Context: an optimization exercise on an open-source flow, tuned for small area and a short achievable clock period. The choices shown serve that exercise and are no tape-out recipe. At most, simulation tests tie the RTL to the original design; equivalence was not proved. Function not checked in runs 4 and 5: the RTL went through the layout flow alone. Power and IR drop assume default switching activity.

<file path="flow/run.sh">
#!/bin/bash
# The standard layout (standard.sh) with these changes:
#  - synthesis: the standard script (synth_recipe.tcl) with ABC run on
#    flow/map.abc instead of ORFS's speed script, and adders left to ABC
#    (no full-adder cell mapping); registers are mapped exactly as before;
#  - port buffers are plain buf_1 cells;
#  - timing repair may resize cells to other footprints;
#  - timing repair aims SETUP_SLACK_MARGIN ns beyond the constraint.
set -euo pipefail
here=$(pwd)
export MY_ABC_SCRIPT=$here/flow/map.abc
export ADDER_MAP_FILE=
export BUFFER_PORTS_ARGS="-buffer_cell sky130_fd_sc_hd__buf_1"
export SETUP_SLACK_MARGIN=${SETUP_SLACK_MARGIN:-12}
sed -e "s#SYNTH_SCRIPT=[^ ]*#SYNTH_SCRIPT=$here/flow/synth.tcl MATCH_CELL_FOOTPRINT=0#" standard.sh > standard_own.sh
grep -q "SYNTH_SCRIPT=$here/flow/synth.tcl" standard_own.sh
bash standard_own.sh > flow_make.log 2>&1
</file>
<file path="flow/map.abc">
strash
&get -n
&syn2
&dch -f
&nf
&put
buffer -c
upsize -c
dnsize -c
</file>
<file path="flow/synth.tcl">
proc synth {args} { yosys synth -nofsm -noshare {*}$args }
proc abc {args} {
  set i [lsearch -exact $args -script]
  if { $i >= 0 && [info exists ::env(MY_ABC_SCRIPT)] && $::env(MY_ABC_SCRIPT) ne "" } {
    lset args [expr { $i + 1 }] $::env(MY_ABC_SCRIPT)
  }
  yosys abc {*}$args
}
source $::env(SCRIPTS_DIR)/synth.tcl
# left out here: clear keep_hierarchy, flatten, clean up, hide names made inside functions, write 1_2_yosys.v
</file>
<file path="standard.sh">
#!/bin/bash
# synth_recipe.tcl (not shown) runs the flow's synth.tcl, then flattens the netlist and writes it again
# the make line also repeats each setting of config.mk as NAME=value (left out here)
make -C /OpenROAD-flow-scripts/flow DESIGN_CONFIG=/design/flow/config.mk WORK_HOME=/design/flow/orfs CLKGATE_MAP_FILE= SYNTH_SCRIPT=/design/flow/synth_recipe.tcl "${@:-finish}"
</file>
<file path="config.mk">
export PLATFORM = sky130hd
export DESIGN_NAME = xgmii_rx_stats_top
export DESIGN_NICKNAME = xgmii_rx_stats_top
export VERILOG_FILES = /design/flow/design.v
export SDC_FILE = /design/flow/constraint.sdc
export NUM_CORES = 4
export LEC_CHECK = 0
export CAP_MARGIN = 20
export CORE_MARGIN = 2
export CORE_UTILIZATION = 40
export CTS_BUF_LIST = sky130_fd_sc_hd__clkbuf_8
export CTS_CLUSTER_DIAMETER = 80
export CTS_CLUSTER_SIZE = 16
export SLEW_MARGIN = 20
</file>
<file path="constraint.sdc">
create_clock -name core_clock -period 20.0 [get_ports {sys_clk}]
set_input_delay 4.0000 -clock core_clock [delete_from_list [all_inputs] [get_ports {sys_clk}]]
set_output_delay 4.0000 -clock core_clock [all_outputs]
set_load 0.01 [all_outputs]
</file>
<file path="design.v">
module xgmii_rx_stats #(
    parameter int NCH           = 4,
    parameter int CNT_W         = 16,
    parameter int TICKS_PER_SEC = 50000,
    parameter int MAX_LEN       = 1518
) (
    input  logic                 sys_clk,
    input  logic                 sys_rst,
    input  logic [64*NCH-1:0]    xgmii_rxd,
    input  logic [8*NCH-1:0]     xgmii_rxc,
    input  logic                 clear,
    output logic                 sec_tick,
    output logic [CNT_W*NCH-1:0] rx_pps,
    output logic [CNT_W*NCH-1:0] rx_throughput,
    output logic [CNT_W*NCH-1:0] rx_errors
);
    localparam int TW = (TICKS_PER_SEC > 1) ?
                        $clog2(TICKS_PER_SEC) : 1;
    localparam logic [TW-1:0] TC = TW'(TICKS_PER_SEC - 1);
    localparam int LW = 12;
    localparam logic [LW-1:0] LMAX = {1'b0, {(LW-1){1'b1}}};
    localparam int PW0 = $clog2(8 * TICKS_PER_SEC / 73 + 2);
    localparam int PW  = (PW0 < CNT_W) ? PW0 : CNT_W;
    logic [TW-1:0] win_q;
    logic          tick_q;
    logic          win_end;
    assign win_end = (win_q == TC);
    always_ff @(posedge sys_clk or posedge sys_rst) begin
        if (sys_rst) begin
            win_q  <= '0;
            tick_q <= 1'b0;
        end else begin
            win_q  <= (clear || win_end) ? '0 : win_q + 1'b1;
            tick_q <= !clear && win_end;
        end
    end
    assign sec_tick = tick_q;
    for (genvar k = 0; k < NCH; k++) begin : g_ch
        logic             st_q;
        logic [LW-1:0]    lm_q, lm_d;
        logic [PW-1:0]    pps_q, opps_q, p;
        logic [CNT_W-1:0] byt_q, err_q;
        logic [CNT_W-1:0] obyt_q, oerr_q;
        logic [CNT_W-1:0] b, e;
        logic [7:0] ctl, dat, trm, erl, bnd;
        logic       s0, s4;
        logic [8:0] nb;              
        logic [3:0] ds;              
        logic       eb;              
        logic       any_b, any_ft, good;
        logic [1:0]     err_n;
        logic [CNT_W:0] es, bx, by;
        logic [3:0]     esj;
        logic [7:0]     bsj;
        logic [7:0] rng;             
        always_comb begin
            for (int i = 0; i < 8; i++) begin
                logic [7:0] byt;
                logic       hi;
                byt    = xgmii_rxd[64*k + 8*i +: 8];
                hi     = &byt[7:3];
                ctl[i] = xgmii_rxc[8*k + i];
                dat[i] = !ctl[i];
                trm[i] = ctl[i] && hi && byt[2:0] == 3'b101;
                erl[i] = ctl[i] && hi && byt[2:0] == 3'b110;
            end
            s0 = ctl[0] && xgmii_rxd[64*k +: 8] == 8'hFB;
            s4 = ctl[4] && xgmii_rxd[64*k + 32 +: 8] == 8'hFB;
            bnd = trm | {3'b000, s4, 3'b000, s0};
            nb[0] = 1'b1;
            for (int i = 0; i < 8; i++)
                nb[i+1] = nb[i] && !bnd[i];
            any_b  = !nb[8];
            any_ft = |(trm & nb[7:0]);
            eb     = |(erl & nb[7:0]);
            begin
                logic [2:0] da, db;
                logic [4:0] nbb;     
                nbb[0] = 1'b1;
                for (int i = 0; i < 4; i++)
                    nbb[i+1] = nbb[i] && !bnd[4+i];
                da = 3'd0;
                db = 3'd0;
                for (int i = 0; i < 4; i++) begin
                    if (dat[i] && nb[i]) da = da + 3'd1;
                    if (dat[4+i] && nbb[i]) db = db + 3'd1;
                end
                ds = {1'b0, da} + (nb[4] ? {1'b0, db} : 4'd0);
            end
            for (int j = 0; j < 8; j++)
                rng[j] = !lm_q[LW-1] &&
                         (lm_q >= LW'(64 - j)) &&
                         (lm_q <= LW'(MAX_LEN - j));
            good = st_q && any_ft && !eb && rng[ds[2:0]];
            err_n = {1'b0, st_q && any_b && !good}
                  + {1'b0, s0 && |bnd[7:1]}
                  + {1'b0, s4 && |trm[7:5]};
            for (int j = 0; j < 4; j++)
                esj[j] = ({1'b0, err_q} + (CNT_W+1)'(j)) >> CNT_W;
            es = {1'b0, err_q} + {{(CNT_W-1){1'b0}}, err_n};
            e  = esj[err_n] ? '1 : es[CNT_W-1:0];
            p = pps_q + {{(PW-1){1'b0}}, good};
            bx = {1'b0, byt_q} + {{(CNT_W+2-LW){1'b0}}, lm_q[LW-2:0]};
            for (int j = 0; j < 8; j++)
                bsj[j] = (bx + (CNT_W+1)'(j)) >> CNT_W;
            by = bx + {{(CNT_W-2){1'b0}}, ds[2:0]};
            b  = !good ? byt_q : (bsj[ds[2:0]] ? '1 : by[CNT_W-1:0]);
            if (!any_b) begin
                logic [LW-1:0] ls;
                ls   = lm_q + {{(LW-4){1'b0}}, ds};
                lm_d = (eb || (!lm_q[LW-1] && ls[LW-1])) ?
                       LMAX : ls;
            end else if (s4) begin
                lm_d = (|erl[7:5]) ? LMAX :
                       LW'({2'b00, dat[5]} + {2'b00, dat[6]} + {2'b00, dat[7]}) - LW'(7);
            end else begin
                lm_d = (|erl[7:1]) ? LMAX :
                       LW'({2'b00, dat[1]} + {2'b00, dat[2]} + {2'b00, dat[3]} +
                           {2'b00, dat[4]} + {2'b00, dat[5]} + {2'b00, dat[6]} +
                           {2'b00, dat[7]}) - LW'(7);
            end
        end
        always_ff @(posedge sys_clk or posedge sys_rst) begin
            if (sys_rst) begin
                st_q   <= 1'b0;
                pps_q  <= '0;
                byt_q  <= '0;
                err_q  <= '0;
                opps_q <= '0;
                obyt_q <= '0;
                oerr_q <= '0;
            end else begin
                if (any_b)
                    st_q <= (s4 && !(|trm[7:5])) || (s0 && !(|bnd[7:1]));
                if (clear) begin
                    pps_q  <= '0;
                    byt_q  <= '0;
                    err_q  <= '0;
                    opps_q <= '0;
                    obyt_q <= '0;
                    oerr_q <= '0;
                end else if (win_end) begin
                    pps_q  <= '0;
                    byt_q  <= '0;
                    err_q  <= '0;
                    opps_q <= p;
                    obyt_q <= b;
                    oerr_q <= e;
                end else begin
                    pps_q  <= p;
                    byt_q  <= b;
                    err_q  <= e;
                end
            end
        end
        always_ff @(posedge sys_clk)
            lm_q <= lm_d;
        assign rx_pps[CNT_W*k +: CNT_W]        = CNT_W'(opps_q);
        assign rx_throughput[CNT_W*k +: CNT_W] = obyt_q;
        assign rx_errors[CNT_W*k +: CNT_W]     = oerr_q;
    end
endmodule
module xgmii_rx_stats_top (
    input  logic          sys_clk,
    input  logic          sys_rst,
    input  logic [255:0]  xgmii_rxd,
    input  logic [31:0]   xgmii_rxc,
    input  logic          clear,
    output logic          sec_tick,
    output logic [63:0]   rx_pps,
    output logic [63:0]   rx_throughput,
    output logic [63:0]   rx_errors
);
    xgmii_rx_stats #(
        .NCH          (4),
        .CNT_W        (16),
        .TICKS_PER_SEC(50000),
        .MAX_LEN      (1518)
    ) u_stats (
        .sys_clk      (sys_clk),
        .sys_rst      (sys_rst),
        .xgmii_rxd    (xgmii_rxd),
        .xgmii_rxc    (xgmii_rxc),
        .clear        (clear),
        .sec_tick     (sec_tick),
        .rx_pps       (rx_pps),
        .rx_throughput(rx_throughput),
        .rx_errors    (rx_errors)
    );
endmodule
</file>
==> results of run 1 <==
[through the flow]
stage / util, % / worst slack (ns) / cell area [µm²]
2_1_floorplan: - / 10.88 / 26600
3_3_place_gp: 43.9 / 10.65 / 28900
3_5_place_dp: 43.9 / 10.57 / 28900
4_1_cts: 45.2 / 12.00 / 29700
5_1_grt: 46.0 / 11.97 / 30300
6_report: 46.0 / 12.21 / 30300
[power by group]
group | leakage [nW] | switching, mW | internal [mW]
logic | 6.32 | 0.474 | 0.385
registers | 5.72 | 0.141 | 0.924
clock network | 0.341 | 0.310 | 0.173
[registers in the layout, summed over array words and instances (netlist names)]
signal,cells
u_stats.g_ch.pps_q,52
u_stats.g_ch.byt_q,64
u_stats.g_ch.st_q,4
u_stats.g_ch.obyt_q,64
u_stats.g_ch.oerr_q,64
u_stats.g_ch.lm_q,48
u_stats.g_ch.err_q,64
u_stats.tick_q,1
u_stats.g_ch.opps_q,52
u_stats.win_q,16
[cells by family (layout without fill, tap and decap cells)]
logic type	after synthesis	after routing	share of synthesized area [%]
AO/OA/AOI/OAI	741	741	17.4
XOR/XNOR	332	333	11.1
adder cells (fa/ha/maj)	21	21	0.797
buffers and inverters	245	634	3.78
flip-flops	429	429	39.6
multiplexers	16	16	0.613
other	1	13	0.0141
AND/OR/NAND/NOR	1457	1458	26.7
[final cells by class]
type | instances | area, µm²
Inverter | 66 | 251
Timing Repair Buffer | 512 | 2130
Clock inverter | 20 | 121
Tap cell | 864 | 1080
Fill cell | 6623 | 35500
Antenna cell | 1 | 2.50
Sequential cell | 429 | 10500
Multi-Input combinational cell | 2581 | 15700
Clock buffer | 36 | 495
[synthesized netlist by cell type, types with 33 or more instances]
master    number
and3_1        49
and4_1        33
dfxtp_1       48
inv_1         66
nor3_1        71
nand2b_1      37
xor2_1       136
and2_1        49
nor4_1        35
dfrtp_1      381
nand4_1       64
clkbuf_1     141
xnor2_1      191
o21ai_0      250
nand2_1      419
o22ai_1       56
nor2_1       420
a21oi_1      120
o21ai_1       72
nand3_1      111
[tightest hold or removal path: cells and delay by family (launching register included)]
family / cells / cell delay [ns]
AND/OR/NAND/NOR: 1 / 0.04
flip-flops: 1 / 0.36
AO/OA/AOI/OAI: 1 / 0.05
[repair_timing]
action | 4_1_cts | 5_1_grt
pin swaps | 8 | 22
buffers inserted | 4 | 19
setup endpoints to repair | 322 | 312
gates resized for setup | 38 | 66
gates cloned | 1 | 1
[metal layers]
metal	part of all wire, %	up-vias	wire (µm)	track usage, %
met2	47	492	35100	35.8
met3	4.5	80	3330	3.08
met4	2.1	0	1570	5.07
met5	0	-	0	0
met1	46	11400	34100	28.5
li1	-	12100	-	-
[cells in the final DEF (no fill, tap or decap), types with 26 or more instances in the layout]
cell      synthesis  final
o22ai_1          56     54
nor4_1           35     29
xor2_1          136    132
nand3_1         111    111
nor2b_1          29     27
nand2_1         419    418
nor3_1           71     67
o21ai_0         250    249
buf_1             5    456
nor2_1          420    417
o21ai_1          72     68
a31oi_1          29     26
and3_1           49     47
xnor2_1         191    181
and4_1           33     32
and2_1           49     48
clkbuf_8          0     36
buf_4            14     38
dfrtp_1         381    381
nand4_1          64     64
dfxtp_1          48     48
inv_1            66     75
nand2b_1         37     36
a21oi_1         120    112
[worst max path at each step]
stage | slack, ns | from | cells past startpoint | endpoint
5_1_grt | 11.97 | xgmii_rxc[12] | 19 | u_stats.g_ch[1].oerr_q[14]$_DFFE_PP0N_
6_report | 12.21 | xgmii_rxc[14] | 17 | u_stats.g_ch[1].obyt_q[15]$_DFFE_PP0N_
4_1_cts | 12.00 | xgmii_rxc[14] | 18 | u_stats.g_ch[1].oerr_q[14]$_DFFE_PP0N_
3_3_place_gp | 10.65 | xgmii_rxc[1] | 17 | u_stats.g_ch[0].oerr_q[12]$_DFFE_PP0N_
2_1_floorplan | 10.88 | sys_rst | 1 | u_stats.g_ch[0].byt_q[0]$_DFF_PP0_
3_5_place_dp | 10.57 | xgmii_rxc[1] | 17 | u_stats.g_ch[0].oerr_q[12]$_DFFE_PP0N_
==> impl_metrics.ini, run 1 <==
[status]
status = complete, no violations

[yosys]
ys.flop_type = dfrtp_1
synthCells = 3242
ys_warn_count = 1
yosysTopAreaCellShare_pct = 35.9
synth_edf_count = 0
ys_types = 97
synth_area_per_cell_um2 = 8.18
yosys.area.top_type = dfrtp_1
syn_area_um2 = 26500
async_reset_ff_share_pct = 88.8
yosys-top-cells-area = dfrtp_1, xnor2_1, nor2_1, nand2_1, o21ai_0
yosysSeqAreaShare_pct = 39.6
ys_ff_latch = 429

[sta]
fin_crit_sh_pct = 38.9
relSlewSlack_pct = 29.2
tightest_slew_ns = 1.06
final-setup-viol-count = 0
finalHoldViolCount = 0
min_period_ns = 7.79
skew_ns = 0.0409
setup-tns-final_ns = 0
hold_slack_ns = 0.484
fmax_mhz = 128
rsz0062_at_grt = yes
drv_slew = 0

[pwr]
finalPower_mw = 2.41
power_density_nw_per_um2 = 79.5
irDropWorstVdd_v = 0.0000509
leakage_nw = 12.4

[final_layout]
stdcell_count = 4509
syn_to_final_growth_pct = 14.1
layout.nets = 3916
layout-drive-gt1-share_pct = 6.78

[grt]
grt_pass1_vias = 22600
track_usage_pct = 21.1
grt_first_pass_wirelength_mm = 118
overflow = 0
grt_max_degree = 102
antenna_found_initial = 1

[floorplanning]
die_h_um = 262
fp-row-count = 94
core-area_um2 = 65700
dieArea_um2 = 68400
start_util_pct = 40.4
io_pins = 484
die_x_um = 262

[setup_path]
cpPeakStageDelay_ns = 0.46
endpoint_kind = flip-flop
crit_family = simple AND/OR/NAND/NOR gates
r2r_cells = 16
regToRegStartpoint = u_stats.g_ch[2].lm_q[1]$_DFF_P_
critPathMostFrequentCell = maj3_1
cp_cell_sequence = clkbuf_2 -> and3_1 -> a31o_1 -> a2111oi_2 -> xnor2_2 -> nor2_2 -> buf_4 -> xor2_2 -> or2_1 -> maj3_1 -> maj3_1 -> or2_2 -> nor2_4 -> nand2_1 -> xor2_1 -> o22ai_1 -> o21ai_0
crit_path_start_kind = primary input
path_class = primary input to flip-flop
cp_slowest_cell = a2111oi_2
regToRegSetupSlack_ns = 14.83
rr_endpoint = u_stats.g_ch[2].obyt_q[8]$_DFFE_PP0N_
cp.arrival_ns = 8.25
cp.required_ns = 20.46
critPathBufInv = 2
worstPathMaxFanout = 12

[cts]
clkLatencyLatePin_ns = 0.63
cts-buffers-inserted = 35
cts_root_buffer = clkbuf_8
hold_buffers = 0
clkTransAtPathRegs_ns = 0.10
cts.path.max_buffers = 3
cts_tree = done
cts.htree.levels = 2
cts.sinks = 429

[worst_hold_path]
hp-class = flip-flop to flip-flop
min-delay-start = u_stats.g_ch[0].opps_q[7]$_DFFE_PP0N_
hold_path_end = u_stats.g_ch[0].opps_q[7]$_DFFE_PP0N_
min_path_cells = 2

[drt]
dr.pass1.iters = 7
drt_iter0_drc = 1523
wl_per_cell_um = 16.4
ant_nets = 0
routed_wl_mm = 74.1
avgViaCountPerCell = 5.33
vias = 24000
drc = 0

[place]
hpwlAfterDp_mm = 54.5
placed_cells = 4427
routabilityCongestion = 0.901
io_buffers = 471

[job]
drv_cap = 0
==> run 2, diff against run 1 <==
==> flow/map.abc (replaced) <==
strash
&get -n
&syn2
&dch -f
&nf
&put
==> run 2 against run 1 <==
  * Final cell count increased by 0.33%
  * First-iteration DRC count down 8.5%
  * Utilization is 2.2 points higher
  * Routed wire length is 0.37% higher
  * Maximum frequency fell by 0.85%
  * Worst setup slack worse by 0.066 ns
  * Sequential power barely moved
  * Worst hold slack worse by 0.0059 ns
  * Clock skew fell by 0.0064 ns
  * Global-route usage is 0.89 points higher
  * Non-clock buffer count increased by 25
  * Largest power group unchanged
  * Highest routed layer unchanged
==> impl_metrics.ini, run 2 <==
[setup_path]
endpoint_kind = flip-flop
cp.required_ns = 20.48
cp.arrival_ns = 8.33
path_class = primary input to flip-flop
r2r_cells = 16
worstPathMaxFanout = 9
crit_path_start_kind = primary input

[sta]
finalHoldViolCount = 0
relSlewSlack_pct = 34.6
skew_ns = 0.0345
fmax_mhz = 127
min_period_ns = 7.85
rsz0062_at_grt = no
setup-tns-final_ns = 0
fin_crit_sh_pct = 39.3
drv_slew = 0
tightest_slew_ns = 0.981
final-setup-viol-count = 0

[pwr]
power_density_nw_per_um2 = 80.7
finalPower_mw = 2.46
leakage_nw = 12.4
irDropWorstVdd_v = 0.0000482

[cts]
cts.path.max_buffers = 3
cts.htree.levels = 2
cts_tree = done
clkLatencyLatePin_ns = 0.63
cts.sinks = 429
cts_root_buffer = clkbuf_8
cts-buffers-inserted = 38
clkTransAtPathRegs_ns = 0.10

[worst_hold_path]
hp-class = flip-flop to flip-flop
min_path_cells = 2

[grt]
track_usage_pct = 22.0
grt_first_pass_wirelength_mm = 121
grt_max_degree = 80
grt_pass1_vias = 23000
antenna_found_initial = 1
overflow = 0

[drt]
routed_wl_mm = 74.4
avgViaCountPerCell = 5.36
vias = 24300
ant_nets = 0
drt_iter0_drc = 1393
drc = 0
wl_per_cell_um = 16.4
dr.pass1.iters = 6

[place]
routabilityCongestion = 0.900
io_buffers = 471
hpwlAfterDp_mm = 54.0

[yosys]
yosysTopAreaCellShare_pct = 37.3
synth_area_per_cell_um2 = 8.32
synthCells = 3075
yosys.area.top_type = dfrtp_1
async_reset_ff_share_pct = 88.8
ys_types = 66
synth_common_cells = nor2_1, nand2_1, dfrtp_1, o21ai_0, xnor2_1
ys_warn_count = 1
synth_edf_count = 0
yosysMostFrequentCell = nor2_1
ys_ff_latch = 429
yosysSeqAreaShare_pct = 41.0
yosys-top-cells-area = dfrtp_1, xnor2_1, o21ai_0, nor2_1, nand2_1
syn_area_um2 = 25600
ys.flop_type = dfrtp_1

[floorplanning]
dieArea_um2 = 66000
io_pins = 484
core-area_um2 = 63200
die_x_um = 257
fp-row-count = 92
die_h_um = 257
start_util_pct = 40.5

[final_layout]
layout_common_cells = buf_1, nand2_1, nor2_1
layout.nets = 3944
layout-drive-gt1-share_pct = 6.42
final_util_pct = 48.3
syn_to_final_growth_pct = 19.2
layout_commonest_cell = buf_1

[status]
status = complete, no violations

[job]
drv_cap = 0
## run 2: cell types whose count changed in the layout (fill, tap and decap cells not counted), moves of 27 or more
cell      previous run  this run
and2_1              48         1
o21ai_0            249       315
inv_1               75        10
clkinv_1             0        65
o21ai_1             68         2
and2_0               4        48
or2_0                0        27
## run 2: kinds of logic (layout without fill, tap and decap cells)
family | count (synthesis) | in the layout | share of synthesized area, %
muxes | 16 | 16 | 0.636
buffers and inverters | 78 | 665 | 1.32
DFF | 429 | 429 | 41.0
AOI/OAI and AO/OA | 741 | 741 | 17.4
xor gates and xnor gates | 332 | 332 | 11.4
other | 1 | 15 | 0.0147
adders and majority gates | 21 | 21 | 0.821
and+or+nand+nor | 1457 | 1459 | 27.4
## run 2: cell type report
cell class	count	area, µm²
Antenna cell	3	7.51
Sequential cell	429	10500
Multi-Input combinational cell	2581	15600
Tap cell	846	1060
Inverter	66	251
Fill cell	6334	32700
Clock inverter	23	190
Clock buffer	39	537
Timing Repair Buffer	537	2330
## run 2: worst paths after layout
path                                                             start                                     end  slack, ns
worst min-delay path            u_stats.g_ch[1].opps_q[12]$_DFFE_PP0N_  u_stats.g_ch[1].opps_q[12]$_DFFE_PP0N_       0.48
min in group asynchronous                                      sys_rst      u_stats.g_ch[3].pps_q[4]$_DFF_PP0_       3.55
max in group asynchronous                                      sys_rst      u_stats.g_ch[0].byt_q[1]$_DFF_PP0_      13.52
worst min register to register  u_stats.g_ch[1].opps_q[12]$_DFFE_PP0N_  u_stats.g_ch[1].opps_q[12]$_DFFE_PP0N_       0.48
worst max-delay path                                     xgmii_rxc[16]  u_stats.g_ch[2].opps_q[12]$_DFFE_PP0N_      12.15
worst max register to register         u_stats.g_ch[2].lm_q[1]$_DFF_P_   u_stats.g_ch[2].obyt_q[5]$_DFFE_PP0N_      15.20
## run 2: repair_timing
| action | 4_1_cts | 5_1_grt |
|---|---|---|
| setup buffers | 21 | 29 |
| pin swaps | 11 | 18 |
| hold buffers | 0 | 0 |
| gates resized for setup | 28 | 62 |
| setup endpoints to repair | 221 | 236 |
| gates cloned | 1 | 1 |
## run 2: worst max-delay path, cell delays in order
cell and delay, ns:
clkbuf_2 0.15, nand4_1 0.09, buf_4 0.17, a2111oi_4 0.44, buf_4 0.20, nor4_1 0.06, maj3_1 0.37, o21ai_1 0.23
nand2_1 0.13, a211oi_4 0.34, clkinv_1 0.22, o22ai_4 0.31, and2_4 0.26, nand4_1 0.09, buf_4 0.18, nor4_4 0.32
and4_2 0.33, nand3_1 0.13, xor2_1 0.19, o21ai_0 0.10
## run 2: through the flow
step / std cells / worst slack (ns) / instance area [µm²] / hold WS (ns)
after CTS: 4488 / 11.94 / 29900 / 0.488
after floorplan: 3086 / 10.88 / 26000 / 0.452
after global routing: 4524 / 11.95 / 30500 / 0.508
after detailed placement: 4404 / 10.54 / 28900 / 0.468
after global placement: 4403 / 10.58 / 28900 / 0.460
final: 4524 / 12.15 / 30500 / 0.479
## run 2: layer usage
layer	track usage [%]	up-vias	part of all wire, %
met5	0	-	0
met4	4.51	0	1.8
met3	3.46	79	4.7
met2	36.5	559	47
met1	30.4	11400	47
li1	-	12200	-
## run 2: where the power goes
| group | switching (mW) | leakage (nW) | internal (mW) |
|---|---|---|---|
| logic | 0.476 | 6.28 | 0.379 |
| registers | 0.147 | 5.72 | 0.924 |
| clock network | 0.330 | 0.403 | 0.206 |
==> run 3, diff against run 2 <==
==> flow/run.sh (replaced) <==
#!/bin/bash
# The standard layout (standard.sh) with these changes:
#  - synthesis: the standard script (synth_recipe.tcl) with ABC run on
#    flow/map.abc instead of ORFS's speed script, and adders left to ABC
#    (no full-adder cell mapping); registers are mapped exactly as before;
#  - port buffers are plain buf_1 cells;
#  - timing repair from CTS on aims 12 ns beyond the constraint.
set -euo pipefail
here=$(pwd)
export MY_ABC_SCRIPT=$here/flow/map.abc
export ADDER_MAP_FILE=
export BUFFER_PORTS_ARGS="-buffer_cell sky130_fd_sc_hd__buf_1"
sed "s#SYNTH_SCRIPT=[^ ]*#SYNTH_SCRIPT=$here/flow/synth.tcl#" standard.sh > standard_own.sh
grep -q "SYNTH_SCRIPT=$here/flow/synth.tcl" standard_own.sh
# No margin before placement; the margin applies from CTS on.
SETUP_SLACK_MARGIN=0 bash standard_own.sh synth floorplan place > flow_make_1.log 2>&1
SETUP_SLACK_MARGIN=12 bash standard_own.sh > flow_make_2.log 2>&1
==> flow/map.abc (replaced) <==
strash
&get -n
&syn2
&dch -f
&nf
&put
buffer -c
upsize -c
dnsize -c
==> run 3 against run 2 <==
  * Critical path depth is the same
  * Final cell count shrank 0.11%
  * Sequential share of layout area grew 0.29 points
  * Non-clock buffer count shrank 17
  * Still clean
==> impl_metrics.ini, run 3 <==
[status]
status = complete, no violations

[setup_path]
path_class = primary input to flip-flop
critPathMostFrequentCell = buf_4
endpoint_kind = flip-flop
worstPathMaxFanout = 9
regToRegSetupSlack_ns = 14.81
cpPeakStageDelay_ns = 0.56
cp_cell_sequence = buf_2 -> nand3_1 -> or4b_1 -> nor3b_1 -> xnor2_1 -> nor4_4 -> buf_4 -> buf_4 -> nor2b_4 -> buf_4 -> nand2_1 -> maj3_2 -> a2111oi_4 -> and3_4 -> and3b_2 -> and3b_1 -> xor2_1 -> o2111ai_1 -> o21ai_1 -> o21ai_1
cp.required_ns = 20.48
cp.arrival_ns = 8.32
cp_slowest_cell = or4b_1
crit_path_start_kind = primary input

[drt]
dr.pass1.iters = 5
drt_iter0_drc = 1419
avgViaCountPerCell = 5.38
vias = 24300
drc = 0
wl_per_cell_um = 16.7
ant_nets = 0
routed_wl_mm = 75.3

[yosys]
synth_area_per_cell_um2 = 8.18
syn_area_um2 = 26500
synth_edf_count = 0
ys_warn_count = 1
yosys.area.top_type = dfrtp_1
synthCells = 3242
async_reset_ff_share_pct = 88.8
yosys-top-cells-area = dfrtp_1, xnor2_1, nor2_1, nand2_1, o21ai_0
yosysSeqAreaShare_pct = 39.6
yosysMostFrequentCell = nor2_1
ys_ff_latch = 429
synth_common_cells = nor2_1, nand2_1, dfrtp_1, o21ai_0, xnor2_1
yosysTopAreaCellShare_pct = 35.9
ys.flop_type = dfrtp_1
ys_types = 97

[sta]
setup_ws_ns = 12.16
tightest_slew_ns = 1.05
fin_crit_sh_pct = 39.2
drv_slew = 0
setup-tns-final_ns = 0
fmax_mhz = 128
rsz0062_at_grt = yes
final-setup-viol-count = 0
min_period_ns = 7.84
finalHoldViolCount = 0
skew_ns = 0.0204
relSlewSlack_pct = 29.1

[cts]
clkTransAtPathRegs_ns = 0.11
cts.sinks = 429
cts.path.max_buffers = 3
cts_tree = done
clkLatencyLatePin_ns = 0.62
cts_root_buffer = clkbuf_8
cts.htree.levels = 2
hold_buffers = 0
cts-buffers-inserted = 34

[final_layout]
final_util_pct = 46.0
layout_commonest_cell = buf_1
layout-drive-gt1-share_pct = 6.68
layout.nets = 3923
fill_cells = 6672
layout_common_cells = buf_1, nand2_1, nor2_1
syn_to_final_growth_pct = 14.0
final_area_um2 = 30200

[pwr]
leakage_nw = 12.4
seq_power_share_pct = 44.1
power_density_nw_per_um2 = 79.9
internal_power_mw = 1.49
p_switching_uw = 927
irDropWorstVdd_v = 0.0000755
p_clk_share_pct = 20.4
combPwrFrac_pct = 35.5
p_sw_share_pct = 38.3

[worst_hold_path]
hp-class = flip-flop to flip-flop

[grt]
grt_pass1_vias = 23000
grt_max_degree = 126
met3_usage_pct = 3.23
busiest_layer = met2
grt_first_pass_wirelength_mm = 120
use_met2_pct = 36.5
antenna_found_initial = 2
track_usage_pct = 21.4
met1_usage_pct = 28.9
overflow = 0

[place]
io_buffers = 471
placed_area_um2 = 28800
routabilityCongestion = 0.907
post-place-ws_ns = 10.59
hpwlAfterDp_mm = 54.6

[floorplanning]
die_h_um = 262
core-area_um2 = 65700
dieArea_um2 = 68400
fp-row-count = 94
io_pins = 484
die_x_um = 262
start_util_pct = 40.4

[job]
drv_cap = 0
## run 3: cell types whose count changed after synthesis, sizes merged
cell	before	now
clkinv	66	0
buf	12	38
nor2b	30	29
clkbuf	0	141
inv	0	66
and2b	0	1
## run 3: what timing repair did
item	4_1_cts	5_1_grt
resized for setup	37	59
gates cloned	0	2
buffers inserted	7	24
endpoints found under the setup margin	322	245
pin swaps	4	17
## run 3: path summary, 6_finish.rpt
check | cells after the start | end | from
max reg2reg | 16 | u_stats.g_ch[2].obyt_q[8]$_DFFE_PP0N_ | u_stats.g_ch[2].lm_q[1]$_DFF_P_
min in group asynchronous | 2 | u_stats.g_ch[0].obyt_q[6]$_DFFE_PP0N_ | sys_rst
max | 20 | u_stats.g_ch[0].obyt_q[14]$_DFFE_PP0N_ | xgmii_rxc[5]
min reg2reg | 2 | u_stats.g_ch[1].obyt_q[5]$_DFFE_PP0N_ | u_stats.g_ch[1].obyt_q[5]$_DFFE_PP0N_
min | 2 | u_stats.g_ch[1].obyt_q[5]$_DFFE_PP0N_ | u_stats.g_ch[1].obyt_q[5]$_DFFE_PP0N_
max in group asynchronous | 4 | u_stats.g_ch[3].err_q[11]$_DFF_PP0_ | sys_rst
## run 3: area by class of cell
type | count | area, µm² | area share (%)
Sequential cell | 429 | 10500 | 34.7
Antenna cell | 1 | 2.50 | 0.00827
Timing Repair Buffer | 520 | 2170 | 7.17
Clock buffer | 39 | 537 | 1.77
Tap cell | 864 | 1080 | 3.57
Multi-Input combinational cell | 2581 | 15600 | 51.6
Clock inverter | 19 | 91.3 | 0.302
Inverter | 66 | 255 | 0.844
## run 3: kinds of logic (layout without fill, tap and decap cells)
group                      after synthesis  after routing  synth area share (%)
DFF                                    429            429                  39.6
xor gates and xnor gates               332            333                  11.1
buffers and inverters                  245            644                  3.78
and+or+nand+nor                       1457           1458                  26.7
adders and majority gates               21             21                 0.797
other                                    1             13                0.0141
AOI/OAI and AO/OA                      741            741                  17.4
muxes                                   16             16                 0.613
## run 3: worst max-delay path, delay by kind of cell
family / cells / cell delay [ns]
compound gates: 4 / 0.83
xor+xnor: 2 / 0.48
fa+ha+maj: 1 / 0.37
buf+inv: 4 / 0.67
simple gates: 9 / 1.95
## run 3: power groups by stage
stage / Combinational, mW / Clock (mW) / Sequential, mW
after floorplan: 0.766 / 0 / 0.965
after global placement: 0.808 / 0 / 1.08
after detailed placement: 0.809 / 0 / 1.08
after CTS: 0.826 / 0.516 / 1.06
after global routing: 0.970 / 0.545 / 1.08
final: 0.858 / 0.493 / 1.07
## run 3: layer usage
layer,vias up,wire (µm)
met3,81,3370
met4,2,1300
met1,11600,34900
li1,12100,-
met5,-,12
met2,485,35700
## run 3: stage by stage
step / cells / total power, mW / hold slack, ns
global route: 4519 / 2.60 / 0.517
finish: 4519 / 2.42 / 0.485
global placement: 4427 / 1.89 / 0.461
CTS: 4492 / 2.40 / 0.490
floorplan: 3253 / 1.73 / 0.447
detailed placement: 4427 / 1.89 / 0.468
==> run 4, diff against run 3 <==
--- a/design.v
+++ b/design.v
@@ -48,8 +48,9 @@
         logic [3:0] ds;              
         logic       eb;              
         logic       any_b, any_ft, good;
-        logic [1:0]     err_n;
-        logic [CNT_W:0] es, bx, by;
+        logic [1:0]     ea;
+        logic           ex;
+        logic [CNT_W:0] eu, ev, bx, by;
         logic [3:0]     esj;
         logic [7:0]     bsj;
         logic [7:0] rng;             
@@ -92,13 +93,15 @@
                          (lm_q >= LW'(64 - j)) &&
                          (lm_q <= LW'(MAX_LEN - j));
             good = st_q && any_ft && !eb && rng[ds[2:0]];
-            err_n = {1'b0, st_q && any_b && !good}
-                  + {1'b0, s0 && |bnd[7:1]}
-                  + {1'b0, s4 && |trm[7:5]};
+            ea = {1'b0, s0 && |bnd[7:1]} + {1'b0, s4 && |trm[7:5]};
+            ex = st_q && any_b;
             for (int j = 0; j < 4; j++)
                 esj[j] = ({1'b0, err_q} + (CNT_W+1)'(j)) >> CNT_W;
-            es = {1'b0, err_q} + {{(CNT_W-1){1'b0}}, err_n};
-            e  = esj[err_n] ? '1 : es[CNT_W-1:0];
+            eu = {1'b0, err_q} + {{(CNT_W-1){1'b0}}, ea};
+            ev = {1'b0, err_q} + {{(CNT_W-1){1'b0}}, ea} +
+                 {{CNT_W{1'b0}}, ex};
+            e  = good ? (esj[ea] ? '1 : eu[CNT_W-1:0])
+                      : (esj[ea + {1'b0, ex}] ? '1 : ev[CNT_W-1:0]);
             p = pps_q + {{(PW-1){1'b0}}, good};
             bx = {1'b0, byt_q} + {{(CNT_W+2-LW){1'b0}}, lm_q[LW-2:0]};
             for (int j = 0; j < 8; j++)
==> flow/run.sh (replaced) <==
#!/bin/bash
# The standard layout (standard.sh) with these changes:
#  - synthesis: the standard script (synth_recipe.tcl) with ABC run on
#    flow/map.abc instead of ORFS's speed script, and adders left to ABC
#    (no full-adder cell mapping); registers are mapped exactly as before;
#  - port buffers are plain buf_1 cells;
#  - timing repair aims SETUP_SLACK_MARGIN ns beyond the constraint.
set -euo pipefail
here=$(pwd)
export MY_ABC_SCRIPT=$here/flow/map.abc
export ADDER_MAP_FILE=
export BUFFER_PORTS_ARGS="-buffer_cell sky130_fd_sc_hd__buf_1"
export SETUP_SLACK_MARGIN=${SETUP_SLACK_MARGIN:-12}
sed "s#SYNTH_SCRIPT=[^ ]*#SYNTH_SCRIPT=$here/flow/synth.tcl#" standard.sh > standard_own.sh
grep -q "SYNTH_SCRIPT=$here/flow/synth.tcl" standard_own.sh
bash standard_own.sh > flow_make.log 2>&1
--- a/config.mk
+++ b/config.mk
@@ -8,7 +8,6 @@
 export CAP_MARGIN = 20
 export CORE_MARGIN = 2
 export CORE_UTILIZATION = 40
-export CTS_BUF_LIST = sky130_fd_sc_hd__clkbuf_8
-export CTS_CLUSTER_DIAMETER = 80
-export CTS_CLUSTER_SIZE = 16
+export CTS_CLUSTER_DIAMETER = 100
+export CTS_CLUSTER_SIZE = 24
 export SLEW_MARGIN = 20
==> run 4 against run 3 <==
  * Clock skew is essentially flat
  * Final cell count increased by 8.5%
  * Synthesized cell count grew 11%
  * Via count rose by 12%
  * Critical endpoint is now u_stats.g_ch[1].oerr_q[7]$_DFFE_PP0N_
  * Largest cell class unchanged
==> impl_metrics.ini, run 4 <==
[yosys]
synth-compound-area-share_pct = 19.0
yosysSeqAreaShare_pct = 36.2
async_reset_ff_share_pct = 88.8
ys_types = 112
syn_area_um2 = 29000
synthAdderAreaFrac_pct = 0.246
synth_area_per_cell_um2 = 8.09
yosysTopAreaCellShare_pct = 32.8
ys_warn_count = 1
synthXorXnorAreaFrac_pct = 13.2
synth_top_family_by_area = simple AND/OR/NAND/NOR gates
ys_ff_latch = 429
yosysMostFrequentCell = nand2_1
muxShareOfSynthArea_pct = 0.246
ys.flop_type = dfrtp_1
synth_common_cells = nand2_1, nor2_1, dfrtp_1, xnor2_1, o21ai_0
yosys-top-cells-area = dfrtp_1, xnor2_1, nand2_1, nor2_1, xor2_1
yosys.area.top_type = dfrtp_1
synth-simple-area-share_pct = 27.0
synthCells = 3587
synth_edf_count = 0

[setup_path]
path_class = primary input to flip-flop
worstPathMaxFanout = 21
cpPeakStageDelay_ns = 0.46
cp.arrival_ns = 8.16
cp.required_ns = 20.43
regToRegSetupSlack_ns = 15.39
cp_slowest_cell = a2111oi_0
crit_path_start_kind = primary input
crit_family = compound AO/OA/AOI/OAI gates
cp_cell_sequence = buf_1 -> nand3_1 -> o31ai_2 -> xnor2_1 -> nor3_1 -> xnor2_2 -> xnor2_1 -> a2111oi_0 -> a311o_1 -> a32o_1 -> and2_1 -> buf_4 -> nand2_1 -> o22ai_1 -> o21ai_0
critPathMostFrequentCell = xnor2_1
endpoint_kind = flip-flop
critPathBufInv = 2

[sta]
drv_slew = 0
final-setup-viol-count = 0
rsz0062_at_grt = yes
fin_crit_sh_pct = 38.6
min_period_ns = 7.73
setup_ws_ns = 12.27
setup-tns-final_ns = 0
hold_slack_ns = 0.481
finalHoldViolCount = 0
tightest_slew_ns = 1.07
skew_ns = 0.0205
fmax_mhz = 129
relSlewSlack_pct = 28.9

[worst_hold_path]
hp-class = flip-flop to flip-flop

[floorplanning]
dieArea_um2 = 74700
core-area_um2 = 71600
fp-row-count = 98
die_h_um = 273
die_x_um = 273
start_util_pct = 40.5
io_pins = 484

[drt]
vias = 27200
avgViaCountPerCell = 5.55
ant_nets = 0
wl_per_cell_um = 17.4
drc = 0
drt_iter0_drc = 1877
dr.pass1.iters = 6
routed_wl_mm = 85.3

[grt]
antenna_found_initial = 2
grt_first_pass_wirelength_mm = 137
overflow = 0
grt_max_degree = 165
grt_pass1_vias = 25600
track_usage_pct = 22.1

[place]
io_buffers = 471
placed_cells = 4848
routabilityCongestion = 0.917
hpwlAfterDp_mm = 63.0
post-place-ws_ns = 10.75
placed_area_um2 = 31400

[cts]
cts_root_buffer = clkbuf_16
cts.path.max_buffers = 3
clkTransAtPathRegs_ns = 0.10
cts.sinks = 429
clkLatencyLatePin_ns = 0.59
hold_buffers = 0
cts-buffers-inserted = 24
cts_tree = done
cts.htree.levels = 1

[final_layout]
layout.nets = 4226
syn_to_final_growth_pct = 12.2
stdcell_count = 4903
final_util_pct = 45.5
fill_cells = 7335
layout_common_cells = buf_1, nand2_1, nor2_1
layout-drive-gt1-share_pct = 4.63
final_area_um2 = 32600
layout_commonest_cell = buf_1
num_antenna_cells = 0

[pwr]
power_density_nw_per_um2 = 79.8
finalPower_mw = 2.60
leakage_nw = 12.9
irDropWorstVdd_v = 0.0000842

[status]
status = complete, no violations

[job]
drv_cap = 0
-- run 4: cell types whose count changed after synthesis, sizes merged, moves of 17 or more --
| cell | previous run | this run |
|---|---|---|
| a22o | 6 | 29 |
| and2 | 53 | 73 |
| buf | 38 | 60 |
| inv | 66 | 98 |
| nand2 | 420 | 437 |
| nand3 | 111 | 129 |
| nor3 | 73 | 123 |
| nor4 | 40 | 63 |
| o22ai | 65 | 84 |
| o31ai | 8 | 29 |
| xnor2 | 193 | 277 |
-- run 4: worst paths after layout --
kind,from,end,cells past startpoint
max,xgmii_rxc[10],u_stats.g_ch[1].oerr_q[7]$_DFFE_PP0N_,15
min in group asynchronous,sys_rst,u_stats.g_ch[3].obyt_q[14]$_DFFE_PP0N_,3
max in group asynchronous,sys_rst,u_stats.g_ch[2].oerr_q[0]$_DFFE_PP0N_,4
min,u_stats.g_ch[2].obyt_q[0]$_DFFE_PP0N_,u_stats.g_ch[2].obyt_q[0]$_DFFE_PP0N_,2
min reg2reg,u_stats.g_ch[2].obyt_q[0]$_DFFE_PP0N_,u_stats.g_ch[2].obyt_q[0]$_DFFE_PP0N_,2
max reg2reg,u_stats.g_ch[0].lm_q[4]$_DFF_P_,u_stats.g_ch[0].obyt_q[14]$_DFFE_PP0N_,13
-- run 4: tightest hold or removal path, stage by stage (launching register included) --
cell and delay [ns]:
dfrtp_1 0.35, nand2_1 0.05, o21ai_0 0.06
-- run 4: cell families (layout without fill, tap and decap cells) --
logic type,count (synthesis),in the layout
multiplexers,7,7
XOR/XNOR,427,427
other,1,12
adder cells (fa/ha/maj),7,7
AND/OR/NAND/NOR,1569,1569
AO/OA/AOI/OAI,857,857
buffers and inverters,290,645
flip-flops,429,429
-- run 4: repair_timing --
action | CTS | global route
gates resized for setup | 10 | 39
setup endpoints to repair | 154 | 338
pin swaps | 0 | 5
buffers inserted | 0 | 11
-- run 4: area by class of cell --
cell class              instances  area (µm²)  share of cell area, %
inverters                      98         372                   1.14
flip-flops and latches        429       10500                   32.2
multi-input cells            2879       17700                   54.4
clock buffers                  37         671                   2.06
clock inverters                 7        92.6                  0.284
well taps                     950        1190                   3.65
repair buffers                503        2040                   6.25
-- run 4: where the power goes --
| part | internal, mW | total [mW] | switching, mW |
|---|---|---|---|
| Sequential | 0.926 | 1.09 | 0.159 |
| Combinational | 0.394 | 0.949 | 0.555 |
| Clock | 0.243 | 0.565 | 0.322 |
-- run 4: layer usage --
metal	vias to the layer above	global-route usage, %	share of wire (%)
met3	73	2.29	4.9
met4	0	3.38	1.3
li1	13500	-	-
met1	13000	31.8	48
met5	-	0	0
met2	680	36.6	46
==> run 5, diff against run 4 <==
--- a/design.v
+++ b/design.v
@@ -48,12 +48,9 @@
         logic [3:0] ds;              
         logic       eb;              
         logic       any_b, any_ft, good;
-        logic [1:0]     ea;
-        logic           ex;
-        logic [CNT_W:0] eu, ev, bx, by;
-        logic [3:0]     esj;
-        logic [7:0]     bsj;
-        logic [7:0] rng;             
+        logic [1:0] err_n;
+        logic [LW:0] ls;
+        logic        lsat;
         always_comb begin
             for (int i = 0; i < 8; i++) begin
                 logic [7:0] byt;
@@ -74,54 +71,28 @@
             any_b  = !nb[8];
             any_ft = |(trm & nb[7:0]);
             eb     = |(erl & nb[7:0]);
+            ds = 4'($countones(dat & nb[7:0]));
+            ls = {lm_q[LW-1], lm_q} + {{(LW-3){1'b0}}, ds};
+            lsat = !lm_q[LW-1] && ls[LW-1];
+            good = st_q && any_ft && !eb && !ls[LW-1] &&
+                   (ls[LW-1:0] >= LW'(64)) && (ls[LW-1:0] <= LW'(MAX_LEN));
+            err_n = {1'b0, st_q && any_b && !good}
+                  + {1'b0, s0 && |bnd[7:1]}
+                  + {1'b0, s4 && |trm[7:5]};
+            p = pps_q + {{(PW-1){1'b0}}, good};
             begin
-                logic [2:0] da, db;
-                logic [4:0] nbb;     
-                nbb[0] = 1'b1;
-                for (int i = 0; i < 4; i++)
-                    nbb[i+1] = nbb[i] && !bnd[4+i];
-                da = 3'd0;
-                db = 3'd0;
-                for (int i = 0; i < 4; i++) begin
-                    if (dat[i] && nb[i]) da = da + 3'd1;
-                    if (dat[4+i] && nbb[i]) db = db + 3'd1;
-                end
-                ds = {1'b0, da} + (nb[4] ? {1'b0, db} : 4'd0);
+                logic [CNT_W:0] bs, es;
+                bs = {1'b0, byt_q} + {{(CNT_W+2-LW){1'b0}}, ls[LW-2:0]};
+                b  = !good ? byt_q : (bs[CNT_W] ? '1 : bs[CNT_W-1:0]);
+                es = {1'b0, err_q} + {{(CNT_W-1){1'b0}}, err_n};
+                e  = es[CNT_W] ? '1 : es[CNT_W-1:0];
             end
-            for (int j = 0; j < 8; j++)
-                rng[j] = !lm_q[LW-1] &&
-                         (lm_q >= LW'(64 - j)) &&
-                         (lm_q <= LW'(MAX_LEN - j));
-            good = st_q && any_ft && !eb && rng[ds[2:0]];
-            ea = {1'b0, s0 && |bnd[7:1]} + {1'b0, s4 && |trm[7:5]};
-            ex = st_q && any_b;
-            for (int j = 0; j < 4; j++)
-                esj[j] = ({1'b0, err_q} + (CNT_W+1)'(j)) >> CNT_W;
-            eu = {1'b0, err_q} + {{(CNT_W-1){1'b0}}, ea};
-            ev = {1'b0, err_q} + {{(CNT_W-1){1'b0}}, ea} +
-                 {{CNT_W{1'b0}}, ex};
-            e  = good ? (esj[ea] ? '1 : eu[CNT_W-1:0])
-                      : (esj[ea + {1'b0, ex}] ? '1 : ev[CNT_W-1:0]);
-            p = pps_q + {{(PW-1){1'b0}}, good};
-            bx = {1'b0, byt_q} + {{(CNT_W+2-LW){1'b0}}, lm_q[LW-2:0]};
-            for (int j = 0; j < 8; j++)
-                bsj[j] = (bx + (CNT_W+1)'(j)) >> CNT_W;
-            by = bx + {{(CNT_W-2){1'b0}}, ds[2:0]};
-            b  = !good ? byt_q : (bsj[ds[2:0]] ? '1 : by[CNT_W-1:0]);
-            if (!any_b) begin
-                logic [LW-1:0] ls;
-                ls   = lm_q + {{(LW-4){1'b0}}, ds};
-                lm_d = (eb || (!lm_q[LW-1] && ls[LW-1])) ?
-                       LMAX : ls;
-            end else if (s4) begin
-                lm_d = (|erl[7:5]) ? LMAX :
-                       LW'({2'b00, dat[5]} + {2'b00, dat[6]} + {2'b00, dat[7]}) - LW'(7);
-            end else begin
-                lm_d = (|erl[7:1]) ? LMAX :
-                       LW'({2'b00, dat[1]} + {2'b00, dat[2]} + {2'b00, dat[3]} +
-                           {2'b00, dat[4]} + {2'b00, dat[5]} + {2'b00, dat[6]} +
-                           {2'b00, dat[7]}) - LW'(7);
-            end
+            if (!any_b)
+                lm_d = (eb || lsat) ? LMAX : ls[LW-1:0];
+            else if (s4)
+                lm_d = (|erl[7:5]) ? LMAX : LW'($countones(dat[7:5])) - LW'(7);
+            else
+                lm_d = (|erl[7:1]) ? LMAX : LW'($countones(dat[7:1])) - LW'(7);
         end
         always_ff @(posedge sys_clk or posedge sys_rst) begin
             if (sys_rst) begin
--- a/flow/run.sh
+++ b/flow/run.sh
@@ -10,7 +10,7 @@
 export MY_ABC_SCRIPT=$here/flow/map.abc
 export ADDER_MAP_FILE=
 export BUFFER_PORTS_ARGS="-buffer_cell sky130_fd_sc_hd__buf_1"
-export SETUP_SLACK_MARGIN=${SETUP_SLACK_MARGIN:-12}
+export SETUP_SLACK_MARGIN=${SETUP_SLACK_MARGIN:-12.5}
 sed "s#SYNTH_SCRIPT=[^ ]*#SYNTH_SCRIPT=$here/flow/synth.tcl#" standard.sh > standard_own.sh
 grep -q "SYNTH_SCRIPT=$here/flow/synth.tcl" standard_own.sh
 bash standard_own.sh > flow_make.log 2>&1
==> flow/map.abc (replaced) <==
strash
dc2
strash
&get -n
&dch -f
&nf
&put
buffer -c
upsize -c
dnsize -c
--- a/config.mk
+++ b/config.mk
@@ -8,6 +8,4 @@
 export CAP_MARGIN = 20
 export CORE_MARGIN = 2
 export CORE_UTILIZATION = 40
-export CTS_CLUSTER_DIAMETER = 100
-export CTS_CLUSTER_SIZE = 24
 export SLEW_MARGIN = 20
==> run 5 against run 4 <==
  * Synthesized area shrank 20%
  * Clock power up 67%
  * Final cell count down 13%
  * Non-clock buffer count increased by 340
  * Routed wire length shrank 14%
  * Utilization grew 15 points
  * Largest cell class unchanged
  * Highest routed layer unchanged
==> impl_metrics.ini, run 5 <==
[sta]
finalHoldViolCount = 0
fin_crit_sh_pct = 50.3
relSlewSlack_pct = 29.9
min_period_ns = 10.06
tightest_slew_ns = 1.05
setup-tns-final_ns = 0
fmax_mhz = 99.4
drv_slew = 0
final-setup-viol-count = 0
skew_ns = 0.0142
rsz0062_at_grt = yes

[setup_path]
worstPathMaxFanout = 6
path_class = primary input to flip-flop
cp_slowest_cell = or4_4
cpPeakStageDelay_ns = 0.46
endpoint_kind = flip-flop
cp.required_ns = 20.50
cp.arrival_ns = 10.56
crit_path_start_kind = primary input

[pwr]
irDropWorstVdd_v = 0.0000672
leakage_nw = 14.9
power_density_nw_per_um2 = 88.2

[yosys]
ys.flop_type = dfrtp_1
yosysMostFrequentCell = dfrtp_1
syn_area_um2 = 23100
synth_area_per_cell_um2 = 8.76
synthCells = 2638
synth_edf_count = 0
ys_ff_latch = 429
yosys-top-cells-area = dfrtp_1, xnor2_1, nor2_1, nand2_1, o21ai_0
async_reset_ff_share_pct = 88.8
synth_top_family_by_area = simple AND/OR/NAND/NOR gates
synthXorXnorAreaFrac_pct = 10.8
ys_warn_count = 1
yosysTopAreaCellShare_pct = 41.2
ys_types = 100
yosys.area.top_type = dfrtp_1
synthAdderAreaFrac_pct = 1.94
synth-simple-area-share_pct = 25.1
muxShareOfSynthArea_pct = 0.271
synth_common_cells = dfrtp_1, nor2_1, nand2_1, o21ai_0, xnor2_1
synth-compound-area-share_pct = 12.9
yosysSeqAreaShare_pct = 45.4

[final_layout]
layout-drive-gt1-share_pct = 30.7
layout_commonest_cell = buf_1
num_antenna_cells = 0
layout_common_cells = buf_1, dfrtp_1, nand2_1
layout.nets = 3736
stdcell_count = 4251
syn_to_final_growth_pct = 49.8

[grt]
track_usage_pct = 23.0
grt_first_pass_wirelength_mm = 113
overflow = 0
grt_pass1_vias = 22300
grt_max_degree = 172
antenna_found_initial = 0

[drt]
vias = 22300
ant_nets = 0
drt_iter0_drc = 1171
routed_wl_mm = 73.1
dr.pass1.iters = 5
wl_per_cell_um = 17.2
drc = 0
avgViaCountPerCell = 5.25

[floorplanning]
fp-row-count = 88
io_pins = 484
die_x_um = 244
die_h_um = 244
core-area_um2 = 57400
dieArea_um2 = 59700
start_util_pct = 40.3

[cts]
cts.sinks = 429
clkTransAtPathRegs_ns = 0.06
cts-buffers-inserted = 49
cts_tree = done
cts.htree.levels = 2
cts_root_buffer = clkbuf_16
clkLatencyLatePin_ns = 0.59
hold_buffers = 0
cts.path.max_buffers = 3

[place]
hpwlAfterDp_mm = 45.3
placed_cells = 3797
io_buffers = 471
routabilityCongestion = 0.860

[worst_hold_path]
hp-class = flip-flop to flip-flop

[status]
status = complete, no violations

[job]
drv_cap = 0
-- run 5: repair_timing --
item | in CTS | in global routing
pin swaps | 194 | 145
setup buffers | 260 | 94
endpoints found under the hold margin | 0 | 0
cloned | 7 | 0
gates resized for setup | 413 | 265
endpoints found under the setup margin | 407 | 408
-- run 5: area by class of cell --
cell class                      instances  area (µm²)
Timing Repair Buffer                  843        5410
Tap cell                              765         957
Inverter                               95         365
Clock buffer                           65        1380
Multi-Input combinational cell       2027       15700
Fill cell                            4686       22700
Sequential cell                       429       10500
Clock inverter                         27         323
-- run 5: path summary, 6_finish.rpt --
check	cells after the start	end	slack (ns)	start
worst min register to register	2	u_stats.g_ch[2].oerr_q[12]$_DFFE_PP0N_	0.48	u_stats.g_ch[2].oerr_q[12]$_DFFE_PP0N_
max in group asynchronous	4	u_stats.g_ch[3].obyt_q[3]$_DFFE_PP0N_	15.01	sys_rst
worst max register to register	22	u_stats.g_ch[0].opps_q[12]$_DFFE_PP0N_	15.25	u_stats.g_ch[0].lm_q[0]$_DFF_P_
min in group asynchronous	2	u_stats.g_ch[1].err_q[6]$_DFF_PP0_	3.45	sys_rst
worst min-delay path	2	u_stats.g_ch[2].oerr_q[12]$_DFFE_PP0N_	0.48	u_stats.g_ch[2].oerr_q[12]$_DFFE_PP0N_
worst max-delay path	30	u_stats.g_ch[1].oerr_q[8]$_DFFE_PP0N_	9.94	xgmii_rxc[12]
-- run 5: kinds of logic (layout without fill, tap and decap cells) --
group,after synthesis,in the layout
AND/OR/NAND/NOR,1192,1193
AO/OA/AOI/OAI,504,505
flip-flops,429,429
XOR/XNOR,268,268
buffers and inverters,195,1030
adder cells (fa/ha/maj),43,43
multiplexers,6,6
other,1,12
-- run 5: layer usage --
metal / track usage (%) / part of all wire, % / vias to the layer above
met5: 0 / 0 / -
met4: 7.78 / 2.7 / 0
met3: 3.58 / 4.8 / 135
met2: 40.7 / 51 / 500
met1: 28.6 / 41 / 10900
li1: - / - / 10700
-- run 5: per-stage QoR --
| step | power, mW | cell area (µm²) | hold WS (ns) | utilization, % | setup slack (ns) |
|---|---|---|---|---|---|
| finish | 3.05 | 34600 | 0.476 | 60.4 | 9.94 |
| global route | 3.20 | 34600 | 0.503 | 60.4 | 9.63 |
| CTS | 2.94 | 32700 | 0.483 | 56.9 | 9.94 |
| detailed placement | 1.74 | 26900 | 0.470 | 46.9 | 8.08 |
| global placement | 1.72 | 26900 | 0.461 | 46.9 | 8.40 |
| floorplan | 1.59 | 24600 | 0.448 | - | 9.75 |
-- run 5: worst max-delay path: cells and delay by family --
family / cells / cell delay (ns)
adders and majority gates: 4 / 1.08
xor gates and xnor gates: 3 / 0.83
and+or+nand+nor: 15 / 3.30
buffers and inverters: 5 / 0.80
AOI/OAI and AO/OA: 3 / 0.51
-- run 5: where the power goes --
part	switching, mW	internal, mW	leakage (nW)	total [mW]
sequential	0.0626	0.924	5.72	0.987
combinational	0.574	0.549	8.34	1.12
clock	0.380	0.564	0.839	0.943
total	1.02	2.04	14.9	3.05

[what the ideal ports hide]
No port has a modelled driver above. Below, the same layouts with a new extraction and two added sets of constraints. Step 1 sets driving cells, clkbuf_16 on the clock port and buf_2 on the other inputs (assumed; they add their load-dependent delay and slew). Step 2 moves the port delays by t, midway between the first and last clock arrival at a register: inputs arrive t later, outputs are due t later. That takes back most of the time a late clock gives input paths. Three values: ideal, step 1, step 2; two values: the first two.
run	shift t [ns]	slack for setup (ns)	slew at the worst register clock pin (ns)
run 1	0.667	12.215 / 12.249 / 11.581	0.11 / 0.11
run 2	0.677	12.148 / 12.189 / 11.512	0.11 / 0.11
run 3	0.663	12.160 / 12.192 / 11.530	0.12 / 0.12
run 4	0.640	12.274 / 12.308 / 11.668	0.11 / 0.11
run 5	0.630	9.942 / 9.942 / 9.312	0.06 / 0.06
After both steps setup and hold are still met in every run listed. The setup slack of run 2, which loses most, moves by +0.041 ns with the drivers and by -0.636 ns with both steps.
